Background: an optimization exercise with open tools, aiming at small area. Do not read the settings as production practice. In this exercise RTL edits were held to simulation tests only and were not proved equivalent to the original. Power figures rest on the tool's default switching activity, not on a simulated workload.

==> try-fjord: inputs <==
==> flow/design.v (excerpt) <==
module conv3x3_window_gen #(
  parameter int DATA_W = 128,
  parameter int ROW_W  = 12,
  parameter int ROW_H  = 12
) (
  input  logic                    clk,
  input  logic                    rst,
  input  logic                    in_valid,
  input  logic [DATA_W-1:0]       in_data,
  input  logic [DATA_W-1:0]       row1_data,
  input  logic [DATA_W-1:0]       row2_data,
  output logic                    out_valid,
  output logic [9*DATA_W-1:0]     out_window,
  output logic [$clog2(ROW_H)-1:0] out_row,
  output logic [$clog2(ROW_W)-1:0] out_col,
  output logic                    frame_done,
  output logic                    stream_err
);
==> module conv3x3_window_gen, before the edit <==
module conv3x3_window_gen #(
  parameter int DATA_W = 128,
  parameter int ROW_W  = 12,
  parameter int ROW_H  = 12
) (
  input  logic                    clk,
  input  logic                    rst,
  input  logic                    in_valid,
  input  logic [DATA_W-1:0]       in_data,
  input  logic [DATA_W-1:0]       row1_data,
  input  logic [DATA_W-1:0]       row2_data,
  output logic                    out_valid,
  output logic [9*DATA_W-1:0]     out_window,
  output logic [$clog2(ROW_H)-1:0] out_row,
  output logic [$clog2(ROW_W)-1:0] out_col,
  output logic                    frame_done,
  output logic                    stream_err
);
  localparam int RW = $clog2(ROW_H);
  localparam int CW = $clog2(ROW_W);
  localparam logic [RW-1:0] ROW_LAST = RW'(ROW_H - 1);
  localparam logic [CW-1:0] COL_LAST = CW'(ROW_W - 1);
  logic [RW-1:0]                row_q, row_d, orow_q;
  logic [CW-1:0]                col_q, col_d, ocol_q;
  logic [2:0][2:0][DATA_W-1:0]  win_q;
  logic                         vld_d, vld_q, done_d, done_q, err_d, err_q;
  logic                         busy, col_last, row_last;
  assign busy     = (row_q != '0) || (col_q != '0);
  assign col_last = (col_q == COL_LAST);
  assign row_last = (row_q == ROW_LAST);
  always_comb begin
    row_d  = row_q;
    col_d  = col_q;
    vld_d  = 1'b0;
    done_d = 1'b0;
    err_d  = 1'b0;
    if (in_valid) begin
      vld_d  = (row_q >= RW'(2)) && (col_q >= CW'(2));
      done_d = row_last && col_last;
      if (col_last) begin
        col_d = '0;
        row_d = row_last ? '0 : row_q + RW'(1);
      end else begin
        col_d = col_q + CW'(1);
      end
    end else if (busy) begin
      row_d = '0;
      col_d = '0;
      err_d = 1'b1;
    end
  end
  always_ff @(posedge clk or posedge rst) begin
    if (rst) begin
      row_q  <= '0;
      col_q  <= '0;
      vld_q  <= 1'b0;
      done_q <= 1'b0;
      err_q  <= 1'b0;
    end else begin
      row_q  <= row_d;
      col_q  <= col_d;
      vld_q  <= vld_d;
      done_q <= done_d;
      err_q  <= err_d;
    end
  end
  always_ff @(posedge clk) begin
    win_q[0][0] <= win_q[0][1];
    win_q[0][1] <= win_q[0][2];
    win_q[1][0] <= win_q[1][1];
    win_q[1][1] <= win_q[1][2];
    win_q[2][0] <= win_q[2][1];
    win_q[2][1] <= win_q[2][2];
    win_q[0][2] <= row2_data;
    win_q[1][2] <= row1_data;
    win_q[2][2] <= in_data;
    orow_q      <= row_q - RW'(2);
    ocol_q      <= col_q - CW'(2);
  end
  assign out_valid  = vld_q;
  assign out_window = win_q;
  assign out_row    = orow_q;
  assign out_col    = ocol_q;
  assign frame_done = done_q;
  assign stream_err = err_q;
endmodule
clock: 5.0 ns
lec_check: 0
cap_margin: 20
core_area: 95 95 365 365
cts_buf_list: sky130_fd_sc_hd__clkbuf_8
cts_cluster_size: 20
die_area: 0 0 460 460
slew_margin: 20
run.sh (not shown) runs the stock make flow with config.mk's settings and CLKGATE_MAP_FILE= SYNTH_SCRIPT=/design/flow/synth_recipe.tcl, a recipe that flattens the netlist after the stock synthesis.
==> try-cedar: changes against try-fjord <==
--- a/flow/design.v
+++ b/flow/design.v
@@ -19,39 +19,35 @@
   localparam int RW = $clog2(ROW_H);
   localparam int CW = $clog2(ROW_W);
-  localparam logic [RW-1:0] ROW_LAST = RW'(ROW_H - 1);
-  localparam logic [CW-1:0] COL_LAST = CW'(ROW_W - 1);
-  logic [RW-1:0]                row_q, row_d, orow_q;
-  logic [CW-1:0]                col_q, col_d, ocol_q;
+  localparam logic [RW-1:0] ROW_END  = RW'(ROW_H - 3);   
+  localparam logic [CW-1:0] COL_END  = CW'(ROW_W - 3);   
+  localparam logic [RW-1:0] ROW_TOP  = RW'(ROW_H - 1);   
+  localparam logic [CW-1:0] COL_TOP  = CW'(ROW_W - 1);   
+  logic [RW-1:0]                row_q, row_d;
+  logic [CW-1:0]                col_q, col_d;
   logic [2:0][2:0][DATA_W-1:0]  win_q;
   logic                         vld_d, vld_q, done_d, done_q, err_d, err_q;
-  logic                         busy, col_last, row_last;
-  assign busy     = (row_q != '0) || (col_q != '0);
-  assign col_last = (col_q == COL_LAST);
-  assign row_last = (row_q == ROW_LAST);
+  logic                         idle, col_end;
+  assign col_end = (col_q == COL_END);
+  assign idle    = (row_q == ROW_END) && col_end;
   always_comb begin
     row_d  = row_q;
     col_d  = col_q;
-    vld_d  = 1'b0;
-    done_d = 1'b0;
     err_d  = 1'b0;
     if (in_valid) begin
-      vld_d  = (row_q >= RW'(2)) && (col_q >= CW'(2));
-      done_d = row_last && col_last;
-      if (col_last) begin
-        col_d = '0;
-        row_d = row_last ? '0 : row_q + RW'(1);
-      end else begin
-        col_d = col_q + CW'(1);
-      end
-    end else if (busy) begin
-      row_d = '0;
-      col_d = '0;
+      col_d = (col_q == COL_TOP) ? '0 : col_q + CW'(1);
+      if (col_end)
+        row_d = (row_q == ROW_TOP) ? '0 : row_q + RW'(1);
+    end else if (!idle) begin
+      row_d = ROW_END;
+      col_d = COL_END;
       err_d = 1'b1;
     end
+    vld_d  = in_valid && (row_d < RW'(ROW_H - 2)) && (col_d < CW'(ROW_W - 2));
+    done_d = in_valid && (row_d == ROW_END) && (col_d == COL_END);
   end
   always_ff @(posedge clk or posedge rst) begin
     if (rst) begin
-      row_q  <= '0;
-      col_q  <= '0;
+      row_q  <= ROW_END;
+      col_q  <= COL_END;
       vld_q  <= 1'b0;
       done_q <= 1'b0;
@@ -75,11 +71,9 @@
     win_q[1][2] <= row1_data;
     win_q[2][2] <= in_data;
-    orow_q      <= row_q - RW'(2);
-    ocol_q      <= col_q - CW'(2);
   end
   assign out_valid  = vld_q;
   assign out_window = win_q;
-  assign out_row    = orow_q;
-  assign out_col    = ocol_q;
+  assign out_row    = row_q;
+  assign out_col    = col_q;
   assign frame_done = done_q;
   assign stream_err = err_q;
==> flow/flow/run.sh (new file) <==
#!/bin/bash
# Standard ORFS layout with the smallest port buffers, pins one routing track apart and a
# clock tree of mid-size clock buffers without dummy loads.
set -euo pipefail
export BUFFER_PORTS_ARGS="-buffer_cell sky130_fd_sc_hd__buf_1"
export PLACE_PINS_ARGS="-min_distance 1 -min_distance_in_tracks"
export CTS_ARGS="-sink_clustering_enable -repair_clock_nets -dont_use_dummy_load -buf_list sky130_fd_sc_hd__clkbuf_8 -sink_clustering_size 16 -sink_clustering_max_diameter 50"
bash standard.sh > standard.log 2>&1
==> flow/standard.sh (new file) <==
#!/bin/bash
# synth_recipe.tcl (not shown) runs the flow's synth.tcl, then flattens the netlist and writes it again
# the make line also repeats each setting of config.mk as NAME=value (left out here)
make -C /OpenROAD-flow-scripts/flow DESIGN_CONFIG=/design/flow/config.mk WORK_HOME=/design/flow/orfs CLKGATE_MAP_FILE= SYNTH_SCRIPT=/design/flow/synth_recipe.tcl "${@:-finish}"
- ABC_AREA: default -> 1
- CORE_AREA: 95 95 365 365 -> 12 12 228 228
- CTS_BUF_LIST: sky130_fd_sc_hd__clkbuf_8 -> default
- CTS_CLUSTER_SIZE: 20 -> default
- DIE_AREA: 0 0 460 460 -> 0 0 240 240
removed: flow/run.sh
==> try-onyx: changes against try-fjord <==
--- a/flow/design.v
+++ b/flow/design.v
@@ -19,39 +19,35 @@
   localparam int RW = $clog2(ROW_H);
   localparam int CW = $clog2(ROW_W);
-  localparam logic [RW-1:0] ROW_LAST = RW'(ROW_H - 1);
-  localparam logic [CW-1:0] COL_LAST = CW'(ROW_W - 1);
-  logic [RW-1:0]                row_q, row_d, orow_q;
-  logic [CW-1:0]                col_q, col_d, ocol_q;
+  localparam logic [RW-1:0] ROW_END  = RW'(ROW_H - 3);   
+  localparam logic [CW-1:0] COL_END  = CW'(ROW_W - 3);   
+  localparam logic [RW-1:0] ROW_TOP  = RW'(ROW_H - 1);   
+  localparam logic [CW-1:0] COL_TOP  = CW'(ROW_W - 1);   
+  logic [RW-1:0]                row_q, row_d;
+  logic [CW-1:0]                col_q, col_d;
   logic [2:0][2:0][DATA_W-1:0]  win_q;
   logic                         vld_d, vld_q, done_d, done_q, err_d, err_q;
-  logic                         busy, col_last, row_last;
-  assign busy     = (row_q != '0) || (col_q != '0);
-  assign col_last = (col_q == COL_LAST);
-  assign row_last = (row_q == ROW_LAST);
+  logic                         idle, col_end;
+  assign col_end = (col_q == COL_END);
+  assign idle    = (row_q == ROW_END) && col_end;
   always_comb begin
     row_d  = row_q;
     col_d  = col_q;
-    vld_d  = 1'b0;
-    done_d = 1'b0;
     err_d  = 1'b0;
     if (in_valid) begin
-      vld_d  = (row_q >= RW'(2)) && (col_q >= CW'(2));
-      done_d = row_last && col_last;
-      if (col_last) begin
-        col_d = '0;
-        row_d = row_last ? '0 : row_q + RW'(1);
-      end else begin
-        col_d = col_q + CW'(1);
-      end
-    end else if (busy) begin
-      row_d = '0;
-      col_d = '0;
+      col_d = (col_q == COL_TOP) ? '0 : col_q + CW'(1);
+      if (col_end)
+        row_d = (row_q == ROW_TOP) ? '0 : row_q + RW'(1);
+    end else if (!idle) begin
+      row_d = ROW_END;
+      col_d = COL_END;
       err_d = 1'b1;
     end
+    vld_d  = in_valid && (row_d < RW'(ROW_H - 2)) && (col_d < CW'(ROW_W - 2));
+    done_d = in_valid && (row_d == ROW_END) && (col_d == COL_END);
   end
   always_ff @(posedge clk or posedge rst) begin
     if (rst) begin
-      row_q  <= '0;
-      col_q  <= '0;
+      row_q  <= ROW_END;
+      col_q  <= COL_END;
       vld_q  <= 1'b0;
       done_q <= 1'b0;
@@ -75,11 +71,9 @@
     win_q[1][2] <= row1_data;
     win_q[2][2] <= in_data;
-    orow_q      <= row_q - RW'(2);
-    ocol_q      <= col_q - CW'(2);
   end
   assign out_valid  = vld_q;
   assign out_window = win_q;
-  assign out_row    = orow_q;
-  assign out_col    = ocol_q;
+  assign out_row    = row_q;
+  assign out_col    = col_q;
   assign frame_done = done_q;
   assign stream_err = err_q;
==> flow/flow/run.sh (new file) <==
#!/bin/bash
# Standard ORFS layout with the smallest port buffers, pins one routing track apart and a
# clock tree of mid-size clock buffers without dummy loads.
set -euo pipefail
export BUFFER_PORTS_ARGS="-buffer_cell sky130_fd_sc_hd__buf_1"
export PLACE_PINS_ARGS="-min_distance 1 -min_distance_in_tracks"
export CTS_ARGS="-sink_clustering_enable -repair_clock_nets -dont_use_dummy_load -buf_list sky130_fd_sc_hd__clkbuf_8 -sink_clustering_size 16 -sink_clustering_max_diameter 50"
bash standard.sh > standard.log 2>&1
==> flow/standard.sh (new file) <==
#!/bin/bash
# synth_recipe.tcl (not shown) runs the flow's synth.tcl, then flattens the netlist and writes it again
# the make line also repeats each setting of config.mk as NAME=value (left out here)
make -C /OpenROAD-flow-scripts/flow DESIGN_CONFIG=/design/flow/config.mk WORK_HOME=/design/flow/orfs CLKGATE_MAP_FILE= SYNTH_SCRIPT=/design/flow/synth_recipe.tcl "${@:-finish}"
- CORE_AREA: 95 95 365 365 -> 20 20 220 220
- CTS_BUF_LIST: sky130_fd_sc_hd__clkbuf_8 -> default
- CTS_CLUSTER_SIZE: 20 -> default
- DIE_AREA: 0 0 460 460 -> 0 0 240 240
removed: flow/run.sh
==> try-amber: changes against try-fjord <==
==> flow/design.v (replaced) <==
module conv3x3_window_gen #(
  parameter int DATA_W = 128,
  parameter int ROW_W  = 12,
  parameter int ROW_H  = 12
) (
  input  logic                    clk,
  input  logic                    rst,
  input  logic                    in_valid,
  input  logic [DATA_W-1:0]       in_data,
  input  logic [DATA_W-1:0]       row1_data,
  input  logic [DATA_W-1:0]       row2_data,
  output logic                    out_valid,
  output logic [9*DATA_W-1:0]     out_window,
  output logic [$clog2(ROW_H)-1:0] out_row,
  output logic [$clog2(ROW_W)-1:0] out_col,
  output logic                    frame_done,
  output logic                    stream_err
);
  localparam int RW = $clog2(ROW_H);
  localparam int CW = $clog2(ROW_W);
  localparam logic [RW-1:0] ROW_END  = RW'(ROW_H - 3);   
  localparam logic [CW-1:0] COL_END  = CW'(ROW_W - 3);   
  localparam logic [RW-1:0] ROW_TOP  = RW'(ROW_H - 1);   
  localparam logic [CW-1:0] COL_TOP  = CW'(ROW_W - 1);   
  logic [RW-1:0]                row_q, row_d;
  logic [CW-1:0]                col_q, col_d;
  logic [2:0][2:0][DATA_W-1:0]  win_q;
  logic                         vld_d, vld_q, done_d, done_q, err_d, err_q;
  logic                         idle, col_end;
  function automatic logic [3:0] inc12(input logic [3:0] v);   
    inc12[0] = ~v[0];
    inc12[1] = v[1] ^ v[0];
    inc12[2] = ~v[3] & (v[2] ^ (v[1] & v[0]));
    inc12[3] = (v[3] & ~(v[1] & v[0])) | (v[2] & v[1] & v[0]);
  endfunction
  function automatic logic is9(input logic [3:0] v);
    is9 = v[3] & ~v[1] & v[0];
  endfunction
  assign col_end = is9(col_q);                  
  assign idle    = is9(row_q) && col_end;
  always_comb begin
    if (in_valid) begin
      col_d = inc12(col_q);
      row_d = col_end ? inc12(row_q) : row_q;
    end else begin
      col_d = COL_END;
      row_d = ROW_END;
    end
    err_d  = !in_valid && !idle;
    vld_d  = in_valid && !(col_q[3] && (col_q[1] ^ col_q[0])) && !(row_q[3] && row_q[1]);
    done_d = in_valid && is9(row_q) && col_q[3] && !col_q[1] && !col_q[0];
  end
  always_ff @(posedge clk or posedge rst) begin
    if (rst) begin
      row_q  <= ROW_END;
      col_q  <= COL_END;
      vld_q  <= 1'b0;
      done_q <= 1'b0;
      err_q  <= 1'b0;
    end else begin
      row_q  <= row_d;
      col_q  <= col_d;
      vld_q  <= vld_d;
      done_q <= done_d;
      err_q  <= err_d;
    end
  end
  always_ff @(posedge clk) begin
    win_q[0][0] <= win_q[0][1];
    win_q[0][1] <= win_q[0][2];
    win_q[1][0] <= win_q[1][1];
    win_q[1][1] <= win_q[1][2];
    win_q[2][0] <= win_q[2][1];
    win_q[2][1] <= win_q[2][2];
    win_q[0][2] <= row2_data;
    win_q[1][2] <= row1_data;
    win_q[2][2] <= in_data;
  end
  assign out_valid  = vld_q;
  assign out_window = win_q;
  assign out_row    = row_q;
  assign out_col    = col_q;
  assign frame_done = done_q;
  assign stream_err = err_q;
endmodule
==> flow/flow/run.sh (new file) <==
#!/bin/bash
# Standard ORFS layout with the smallest port buffers and a
# clock tree of mid-size clock buffers without dummy loads.
set -euo pipefail
export BUFFER_PORTS_ARGS="-buffer_cell sky130_fd_sc_hd__buf_1"
export CTS_ARGS="-sink_clustering_enable -repair_clock_nets -dont_use_dummy_load -apply_ndr none -buf_list sky130_fd_sc_hd__clkbuf_8 -sink_clustering_size 18 -sink_clustering_max_diameter 50"
bash standard.sh > standard.log 2>&1
==> flow/standard.sh (new file) <==
#!/bin/bash
# synth_recipe.tcl (not shown) runs the flow's synth.tcl, then flattens the netlist and writes it again
# the make line also repeats each setting of config.mk as NAME=value (left out here)
make -C /OpenROAD-flow-scripts/flow DESIGN_CONFIG=/design/flow/config.mk WORK_HOME=/design/flow/orfs CLKGATE_MAP_FILE= SYNTH_SCRIPT=/design/flow/synth_recipe.tcl "${@:-finish}"
- CORE_AREA: 95 95 365 365 -> 109 109 341 341
- CTS_BUF_LIST: sky130_fd_sc_hd__clkbuf_8 -> default
- CTS_CLUSTER_SIZE: 20 -> default
- DIE_AREA: 0 0 460 460 -> 0 0 450 450
removed: flow/run.sh
==> comparison table <==
Status: try-cedar finished clean; try-onyx aborted with a tool error; try-amber finished clean; try-fjord finished clean
Last stage reached: try-cedar -; try-onyx 5_1_grt; try-amber -; try-fjord -
Reg clk slew, reported paths: try-cedar 0.10 ns; try-onyx -; try-amber 0.11 ns; try-fjord 0.06 ns
Mapped Nets: try-cedar 1638; try-onyx 1609; try-amber 1584; try-fjord 1629
Sw Share: try-cedar 0.251; try-onyx -; try-amber 0.288; try-fjord 0.272
Kind of capture point of the worst setup path: try-cedar output port; try-onyx -; try-amber output port; try-fjord output port
Class of the most critical setup path: try-cedar reg -> out; try-onyx -; try-amber reg -> out; try-fjord reg -> out
Worst Reg2Reg Path Length in Cells: try-cedar 9; try-onyx -; try-amber 4; try-fjord 4
Tap Count: try-cedar 600; try-onyx -; try-amber 688; try-fjord 959
Parity-gate share of the synthesized area counting xor and xnor cells: try-cedar 0; try-onyx 0; try-amber 0.000744; try-fjord 0.000732
Clk pwr share: try-cedar 0.266; try-onyx -; try-amber 0.260; try-fjord 0.378
Placed instance count: try-cedar 3394; try-onyx 3283; try-amber 3431; try-fjord 3738
Final Hold Vio Count: try-cedar 0; try-onyx -; try-amber 0; try-fjord 0
VDD IR-drop max: try-cedar 0.332 mV; try-onyx -; try-amber 0.334 mV; try-fjord 0.307 mV
Final Slew Violations: try-cedar 0; try-onyx -; try-amber 0; try-fjord 0
R2R setup slack: try-cedar 3.20 ns; try-onyx -; try-amber 3.54 ns; try-fjord 3.45 ns
Internal Power: try-cedar 11.6 mW; try-onyx -; try-amber 11.5 mW; try-fjord 15.0 mW
Power density over the cells: try-cedar 490 nW/um^2; try-onyx -; try-amber 512 nW/um^2; try-fjord 465 nW/um^2
# diodes: try-cedar 73; try-onyx -; try-amber 91; try-fjord 55
Commonest non-fill, non-tap cell in the layout: try-cedar sky130_fd_sc_hd__buf_1; try-onyx -; try-amber sky130_fd_sc_hd__buf_1; try-fjord sky130_fd_sc_hd__clkdlybuf4s50_1
Sequential cell area: try-cedar 23300 sq um; try-onyx -; try-amber 23300 sq um; try-fjord 23500 sq um
Final total negative setup slack: try-cedar 0 ns; try-onyx -; try-amber 0 ns; try-fjord 0 ns
Net count of the finished layout: try-cedar 3270; try-onyx -; try-amber 3215; try-fjord 3358

what the ideal ports hide:
No port has a modelled driver above. Below, the same layouts with a new extraction and two added sets of constraints.
Step 1 sets driving cells, clkbuf_16 on the clock port and buf_2 on the other inputs (assumed; they add their load-dependent delay and slew).
Step 2 adds t to the input delays and takes it off the output delays; t is the mean of the earliest and latest rising clock arrival at the registers after step 1. Input paths then give back, and output paths get back, about the clock's delay inside the block.
a / b / c = ideal / step 1 / step 2; a / b = the first two.
run	t (ns)	setup slack, ns	worst setup path at the end
try-fjord	0.894	1.579 / 1.501 / 2.229	input to register
try-cedar	0.727	2.393 / 2.333 / 2.763	input to register
try-amber	0.750	2.093 / 2.016 / 2.767	register to output
After both steps setup and hold are still met in every run listed.
